What follows belongs to an exercise in optimizing a design on an open flow for small area and a short achievable clock period; a production flow would make more cautious choices.
In this exercise RTL edits were held to simulation tests only and were not proved equivalent to the original.

--- design/flow/config.mk ---
export PLATFORM = sky130hd
export DESIGN_NAME = alu_top
export DESIGN_NICKNAME = alu_top
export VERILOG_FILES = /design/flow/design.v
export SDC_FILE = /design/flow/constraint.sdc
export NUM_CORES = 4
export LEC_CHECK = 0
export CAP_MARGIN = 20
export CORE_MARGIN = 2
export CORE_UTILIZATION = 40
export SLEW_MARGIN = 20
--- design/flow/design.v ---
`default_nettype none
package alu_pkg;
  localparam int DATA_W  = 16;
  localparam int SHAMT_W = 4;   
  localparam int OP_W    = 6;
  typedef enum logic [OP_W-1:0] {
    OP_ADD = 6'd13,
    OP_SUB = 6'd14,
    OP_LSR = 6'd15,
    OP_LSL = 6'd16,
    OP_MUL = 6'd17,
    OP_CMP = 6'd20,   
    OP_INC = 6'd21,
    OP_DEC = 6'd22,
    OP_AND = 6'd23,
    OP_OR  = 6'd24,
    OP_XOR = 6'd25,
    OP_NOT = 6'd26,
    OP_RSR = 6'd27,   
    OP_RSL = 6'd28    
  } opcode_e;
  typedef logic signed [DATA_W-1:0] data_t;
  typedef struct packed {
    logic zero;
    logic neg;
    logic carry;
    logic ovf;
  } flags_t;
  typedef struct packed {
    opcode_e opcode;
    data_t   acc;
    data_t   x;
    data_t   y;
    data_t   imm;
    logic    ra;   
  } alu_req_t;
  typedef struct packed {
    data_t a;
    data_t b;
  } operands_t;
  typedef struct packed {
    logic  hit;         
    logic  write_res;   
    data_t value;
    logic  carry;
    logic  ovf;
  } unit_result_t;
endpackage
`default_nettype wire
`default_nettype none
module operand_select (
  input  alu_pkg::alu_req_t  req,
  output alu_pkg::operands_t ops
);
  alu_pkg::data_t reg_word;
  logic  imm_zero;
  logic  unary_op;
  assign reg_word = req.ra ? req.y : req.x;
  assign imm_zero = (req.imm == '0);
  always_comb begin
    case (req.opcode)
      alu_pkg::OP_INC,
      alu_pkg::OP_DEC,
      alu_pkg::OP_NOT:  unary_op = 1'b1;
      default: unary_op = 1'b0;
    endcase
  end
  always_comb begin
    if (unary_op) begin
      ops.a = reg_word;
      ops.b = alu_pkg::data_t'(1);
    end else if (imm_zero) begin
      ops.a = req.acc;   
      ops.b = reg_word;
    end else begin
      ops.a = reg_word;   
      ops.b = req.imm;
    end
  end
endmodule
`default_nettype wire
`default_nettype none
module arith_unit (
  input  alu_pkg::opcode_e      opcode,
  input  alu_pkg::operands_t    ops,
  output alu_pkg::unit_result_t arith
);
  alu_pkg::data_t                      op_a;
  alu_pkg::data_t                      op_b;
  logic                       is_add;
  logic                       is_sub;
  logic                       is_mul;
  logic [alu_pkg::DATA_W-1:0]          b_path;
  logic [alu_pkg::DATA_W:0]            sum;
  logic                       add_ovf;
  logic signed [2*alu_pkg::DATA_W-1:0] prod;
  logic                       mul_ovf;
  assign op_a = ops.a;
  assign op_b = ops.b;
  always_comb begin
    is_add = 1'b0;
    is_sub = 1'b0;
    is_mul = 1'b0;
    case (opcode)
      alu_pkg::OP_ADD,
      alu_pkg::OP_INC:  is_add = 1'b1;
      alu_pkg::OP_SUB,
      alu_pkg::OP_CMP,
      alu_pkg::OP_DEC:  is_sub = 1'b1;
      alu_pkg::OP_MUL:  is_mul = 1'b1;
      default: ;
    endcase
  end
  assign b_path = is_sub ? ~op_b : op_b;
  assign sum = {1'b0, op_a} + {1'b0, b_path} + {{alu_pkg::DATA_W{1'b0}}, is_sub};
  assign add_ovf = (op_a[alu_pkg::DATA_W-1] == b_path[alu_pkg::DATA_W-1]) &&
                   (sum[alu_pkg::DATA_W-1] != op_a[alu_pkg::DATA_W-1]);
  assign prod = op_a * op_b;
  assign mul_ovf = (prod[2*alu_pkg::DATA_W-1:alu_pkg::DATA_W-1] != '0) &&
                   (prod[2*alu_pkg::DATA_W-1:alu_pkg::DATA_W-1] != '1);
  always_comb begin
    arith.hit       = is_add | is_sub | is_mul;
    arith.write_res = arith.hit && (opcode != alu_pkg::OP_CMP);
    arith.value     = '0;
    arith.carry     = 1'b0;
    arith.ovf       = 1'b0;
    if (is_mul) begin
      arith.value = prod[alu_pkg::DATA_W-1:0];
      arith.ovf   = mul_ovf;   
    end else if (is_add || is_sub) begin
      arith.value = sum[alu_pkg::DATA_W-1:0];
      arith.carry = is_sub ? ~sum[alu_pkg::DATA_W] : sum[alu_pkg::DATA_W];   
      arith.ovf   = add_ovf;
    end
  end
endmodule
`default_nettype wire
`default_nettype none
module bitwise_unit (
  input  alu_pkg::opcode_e      opcode,
  input  alu_pkg::operands_t    ops,
  output alu_pkg::unit_result_t bits
);
  logic [alu_pkg::DATA_W-1:0]   a_bits;
  logic [alu_pkg::DATA_W-1:0]   b_bits;
  logic                shift_big;
  logic [alu_pkg::SHAMT_W-1:0]  amt;
  logic [alu_pkg::DATA_W-1:0]   shl;
  logic [alu_pkg::DATA_W-1:0]   shr;
  logic [2*alu_pkg::DATA_W-1:0] rot_dbl;
  logic [2*alu_pkg::DATA_W-1:0] rot_r;
  logic [2*alu_pkg::DATA_W-1:0] rot_l;
  assign a_bits = ops.a;
  assign b_bits = ops.b;
  assign amt    = b_bits[alu_pkg::SHAMT_W-1:0];
  assign shift_big = (b_bits[alu_pkg::DATA_W-1:alu_pkg::SHAMT_W] != '0);
  assign shl = shift_big ? '0 : (a_bits << amt);
  assign shr = shift_big ? '0 : (a_bits >> amt);
  assign rot_dbl = {a_bits, a_bits};
  assign rot_r   = rot_dbl >> amt;
  assign rot_l   = rot_dbl << amt;
  always_comb begin
    bits.hit       = 1'b1;
    bits.write_res = 1'b1;
    bits.carry     = 1'b0;
    bits.ovf       = 1'b0;
    case (opcode)
      alu_pkg::OP_AND:  bits.value = a_bits & b_bits;
      alu_pkg::OP_OR:   bits.value = a_bits | b_bits;
      alu_pkg::OP_XOR:  bits.value = a_bits ^ b_bits;
      alu_pkg::OP_NOT:  bits.value = ~a_bits;
      alu_pkg::OP_LSL:  bits.value = shl;
      alu_pkg::OP_LSR:  bits.value = shr;
      alu_pkg::OP_RSR:  bits.value = rot_r[alu_pkg::DATA_W-1:0];
      alu_pkg::OP_RSL:  bits.value = rot_l[2*alu_pkg::DATA_W-1:alu_pkg::DATA_W];
      default: begin
        bits.hit       = 1'b0;   
        bits.write_res = 1'b0;
        bits.value     = '0;
      end
    endcase
  end
endmodule
`default_nettype wire
`default_nettype none
module result_register (
  input  logic         clk,
  input  logic         rst,
  input  logic         en,
  input  alu_pkg::unit_result_t arith,
  input  alu_pkg::unit_result_t bits,
  output alu_pkg::data_t        res,
  output alu_pkg::flags_t       flags,
  output logic         done
);
  alu_pkg::unit_result_t sel;
  logic         any_hit;
  alu_pkg::flags_t       next_flags;
  logic         flag_we;
  logic         res_we;
  assign sel     = arith.hit ? arith : bits;
  assign any_hit = arith.hit | bits.hit;
  always_comb begin
    next_flags.zero  = (sel.value == '0);
    next_flags.neg   = sel.value[alu_pkg::DATA_W-1];
    next_flags.carry = sel.carry;
    next_flags.ovf   = sel.ovf;
  end
  assign flag_we = en && any_hit;   
  assign res_we  = flag_we && sel.write_res;
  always_ff @(posedge clk) begin
    if (!rst) begin
      res   <= '0;
      flags <= '0;
      done  <= 1'b0;
    end else begin
      done <= en;   
      if (flag_we) begin
        flags <= next_flags;
      end
      if (res_we) begin
        res <= sel.value;
      end
    end
  end
endmodule
`default_nettype wire
`default_nettype none
module alu_top (
  input  logic     clk,
  input  logic     rst,
  input  logic     en,
  input  alu_pkg::alu_req_t req,
  output alu_pkg::data_t    res,
  output alu_pkg::flags_t   flags,
  output logic     done
);
  alu_pkg::operands_t    ops;
  alu_pkg::unit_result_t arith;
  alu_pkg::unit_result_t bits;
  operand_select operand_select_inst (
    .req (req),
    .ops (ops)
  );
  arith_unit arith_unit_inst (
    .opcode (req.opcode),
    .ops    (ops),
    .arith  (arith)
  );
  bitwise_unit bitwise_unit_inst (
    .opcode (req.opcode),
    .ops    (ops),
    .bits   (bits)
  );
  result_register result_register_inst (
    .clk   (clk),
    .rst   (rst),
    .en    (en),
    .arith (arith),
    .bits  (bits),
    .res   (res),
    .flags (flags),
    .done  (done)
  );
endmodule
`default_nettype wire
--- design/flow/run.sh ---
#!/bin/bash
# synth_recipe.tcl (not shown) runs the flow's synth.tcl, then flattens the netlist and writes it again
# the make line also repeats each setting of config.mk as NAME=value (left out here)
make -C /OpenROAD-flow-scripts/flow DESIGN_CONFIG=/design/flow/config.mk WORK_HOME=/design/flow/orfs CLKGATE_MAP_FILE= SYNTH_SCRIPT=/design/flow/synth_recipe.tcl finish
--- design/flow/constraint.sdc ---
create_clock -name core_clock -period 11.5 [get_ports {clk}]
set_input_delay 2.3000 -clock core_clock [delete_from_list [all_inputs] [get_ports {clk}]]
set_output_delay 2.3000 -clock core_clock [all_outputs]
set_load 0.01 [all_outputs]
==> qor.csv <==
stage;metric;value;unit
timing;fin crit share;0.969;
logic_synthesis;largest family of logic cells by synthesized area;adder cells;
timing;slew margin rel.;0.305;
timing;setup TNS;0;ps
logic_synthesis;syn nets;2516;
floorplan;core footprint;40600;sq um
logic_synthesis;Main synth FF type;dfxtp_1;
route;vias per inst;6.15;
timing;Fin. Hold Viols;0;
flow_run;# Max-Cap Violations;0;
timing;hold_ws;497;ps
clocking;CTS tree;built;
logic_synthesis;mapped cell area;16300;sq um
layout;Seq. cell area;420;sq um
layout;layout cells sized above 1;0.0721;
grt;vias in the first global route;16400;
layout;area of the multi-input gates;14300;sq um
logic_synthesis;Post-Syn Area per Cell;7.97;sq um
grt;Overflow after GRT;0;
floorplan;top-level I/O count;95;
logic_synthesis;Compound-Gate Fraction of Synth Area;0.184;
timing;fmax;89.8;MHz
worst_setup_path;Critical Path Source Type;input port;
logic_synthesis;Post-synth EDFFs;0;
floorplan;Initial Util;0.403;
floorplan;Die W;206;microns
worst_setup_path;Top delay family on crit path;adder cells;
logic_synthesis;Synth Area in Adders;0.423;
logic_synthesis;mux contribution to synthesized area;0.0610;
floorplan;Die Y;206;microns
floorplan;row count;74;
logic_synthesis;FFs w/ async S/R, synth;0;
route;initial DRC count;2048;
logic_synthesis;total of warnings raised by yosys;4;
logic_synthesis;post-synthesis xor/xnor area fraction;0.0333;
floorplan;total die area;42400;sq um
timing;Worst-Margin Slew;1040;ps
layout;Area Growth Syn to Fin;12.3;%
clocking;Post-CTS Hold Buffers;0;
worst_setup_path;slowest stage delay, CP;730;ps
placed_design;Placer Congestion;1.02;
route;DRC Markers;0;
timing;setup violators final;0;
grt;initial antenna violation count;3;
timing;Tmin final;11140;ps
route;Pre-antenna DRT Iters;6;
clocking;clock sinks;21;
layout;fillers;4097;
layout;fin util;0.452;
grt;GRT Overall Usage;0.347;
worst_setup_path;critical-path maximum fanout;10;
logic_synthesis;Simple-Gate Fraction of Synth Area;0.173;
worst_setup_path;CP Data Arrival Time;11270;ps
hold_path;Hold Path Class;reg2reg;
placed_design;port buffer count;94;
logic_synthesis;post-synthesis register bit count;21;
clocking;H-tree depth;1;
clocking;worst skew pair latency;270;ps
layout;nets;2606;
clocking;CTS Buffer Depth;2;
worst_setup_path;crit path max-delay cell type;o221ai_1;
outcome;status;finished clean;
clocking;CTS Root Cell;clkbuf_16;
worst_setup_path;most used cell, CP;fa_1;
worst_setup_path;critical path capture point type;flip-flop;
timing;Final WS setup;359;ps
worst_setup_path;kind of critical path;in2reg;
logic_synthesis;Seq/Total Area, Yosys;0.0257;
worst_setup_path;flop2flop setup slack;10750;ps
worst_setup_path;Worst Path Buf+Inv;5;
route;total number of vias;16400;
logic_synthesis;Synth cell types;90;
placed_design;pre-CTS setup slack;205;ps
route;DR WL/cell;27.2;microns
grt;largest net degree at the start of global routing;51;
clocking;Inserted Clock Buffers;3;
placed_design;hpwl dp;60900;microns
timing;Final Max Tran Viols;0;
grt;first-pass GRT wire length;108000;microns
worst_setup_path;Required @ worst endpoint;11630;ps
timing;Final Skew;0;ps
logic_synthesis;Syn Inst Count;2048;
route;Antenna Nets Post-Route;0;
route;drt total wl;72700;microns
clocking;Clock transition at path regs;70;ps
kinds of logic (layout without fill, tap and decap cells):
| group | Yosys count | count (layout) |
|---|---|---|
| other | 0 | 1 |
| multiplexers | 95 | 95 |
| AO/OA/AOI/OAI | 426 | 426 |
| buffers and inverters | 416 | 505 |
| XOR/XNOR | 62 | 62 |
| AND/OR/NAND/NOR | 634 | 634 |
| flip-flops | 21 | 21 |
| adder cells (fa/ha/maj) | 394 | 394 |
path summary, 6_finish.rpt:
kind                                                                  from                                          to  cells after the start
worst min-delay path            result_register_inst.flags[1]$_SDFFE_PN0P_  result_register_inst.flags[1]$_SDFFE_PN0P_                      2
worst max register to register  result_register_inst.flags[0]$_SDFFE_PN0P_  result_register_inst.flags[0]$_SDFFE_PN0P_                      2
worst min register to register  result_register_inst.flags[1]$_SDFFE_PN0P_  result_register_inst.flags[1]$_SDFFE_PN0P_                      2
worst max-delay path                                               req[70]  result_register_inst.flags[0]$_SDFFE_PN0P_                     27
sequential cells by signal, indices dropped and copies added, names as in the netlist:
name / cells
result_register_inst.done: 1
result_register_inst.flags: 4
result_register_inst.res: 16
routing by layer:
metal | vias to the layer above | track usage | wire [microns]
met3 | 187 | 0.0851 | 8520
met4 | 2 | 0.126 | 3190
met5 | - | 0 | 13
met1 | 8071 | 0.487 | 30300
li1 | 7103 | - | -
met2 | 1049 | 0.516 | 30700
worst reg2reg max path, delay by kind of cell (launching register included):
kind                   cells  cell delay [ps]
AOI/OAI and AO/OA          1              240
buffers and inverters      1               50
DFF                        1              360
cells in the final DEF, fill, tap and decap left out, drive strengths merged, types with 8 or more instances in the layout:
cell type      Yosys  layout
o21a              27      27
mux2i             77      77
clkdlybuf4s50      0      94
a21o              16      16
o22ai             17      17
a21oi             90      90
a32oi             10      10
a211oi            31      31
o2111ai            8       8
buf               39      99
o221ai            11      11
nand2            245     245
o21bai             8       8
nor3              32      32
ha               131     131
nand4             19      19
a31oi             14      14
nor4              15      15
fa               263     263
o21ai             68      68
nand3             45      45
clkinv             9       9
nor2             218     218
inv              299     299
mux2              16      16
nand2b            12      12
o211ai            23      23
dfxtp             21      21
a22oi             25      25
a221oi            15      15
xor2              16      16
xnor2             46      46
final cells by class:
type                            instances  area share
Antenna cell                            1    0.000136
Clock buffer                            3     0.00409
Clock inverter                          1    0.000409
Inverter                              308      0.0632
Multi-Input combinational cell       1611       0.780
Sequential cell                        21      0.0229
Tap cell                              532      0.0363
Timing Repair Buffer                  193      0.0934
through the flow:
step           area, sq um  instances
3_5_place_dp         18200       2665
6_report             18300       2670
2_1_floorplan        16300       2048
4_1_cts              18300       2669
5_1_grt              18300       2669
3_3_place_gp         18200       2665
cells in the mapped netlist, types with 11 or more instances:
library cell / number / share of area
a21oi_1: 90 / 0.028
xnor2_1: 46 / 0.025
nand3_1: 45 / 0.014
nor4_1: 13 / 0.0050
clkbuf_1: 69 / 0.016
o22ai_1: 17 / 0.0065
nand2b_1: 12 / 0.0046
fa_1: 263 / 0.32
buf_1: 11 / 0.0025
a22oi_1: 23 / 0.011
inv_1: 297 / 0.068
xor2_1: 16 / 0.0086
o221ai_1: 11 / 0.0059
o211ai_1: 23 / 0.011
a31oi_1: 14 / 0.0054
a21o_1: 16 / 0.0074
buf_2: 19 / 0.0058
mux2_2: 16 / 0.011
dfxtp_1: 21 / 0.026
a211oi_1: 30 / 0.014
o21ai_0: 65 / 0.020
o21a_1: 27 / 0.012
mux2i_1: 77 / 0.047
nand4_1: 19 / 0.0073
a221oi_1: 15 / 0.0080
nand2_1: 244 / 0.056
nor3_1: 32 / 0.0098
nor2_1: 218 / 0.050
ha_1: 131 / 0.10
timing repair:
action	CTS	global route
setup endpoints to repair	0	1
gates resized for setup	0	6
setup buffers	0	0

==> afterwards: timing with drivers on the ports <==
In the flow no input, the clock included, has a driving cell. The finished layout below was timed again as built, in two steps. Step 1 (the two cells are an assumption about what drives the block):
set clk [get_ports {clk}]
set_driving_cell -lib_cell sky130_fd_sc_hd__clkbuf_16 $clk
set_driving_cell -lib_cell sky130_fd_sc_hd__buf_2 [delete_from_list [all_inputs] $clk]
Step 2 adds t to the input delays and takes it off the output delays; t is the mean of the earliest and latest rising clock arrival at the registers after step 1. Input paths then give back, and output paths get back, about the clock's delay inside the block. a / b / c = no drivers / after step 1 / after step 2; a / b = the first two.
t, ns: 0.298
setup WS [ns]: 0.359 / 0.374 / 0.076
worst setup path at the end: input to register
clock arrival spread, ns: 0.008 / 0.008
worst data-port slew with drivers (ns): 0.06
After both steps this run still meets setup and hold. For this run, drivers alone change the setup slack by +0.015 ns; drivers and shift together by -0.283 ns.
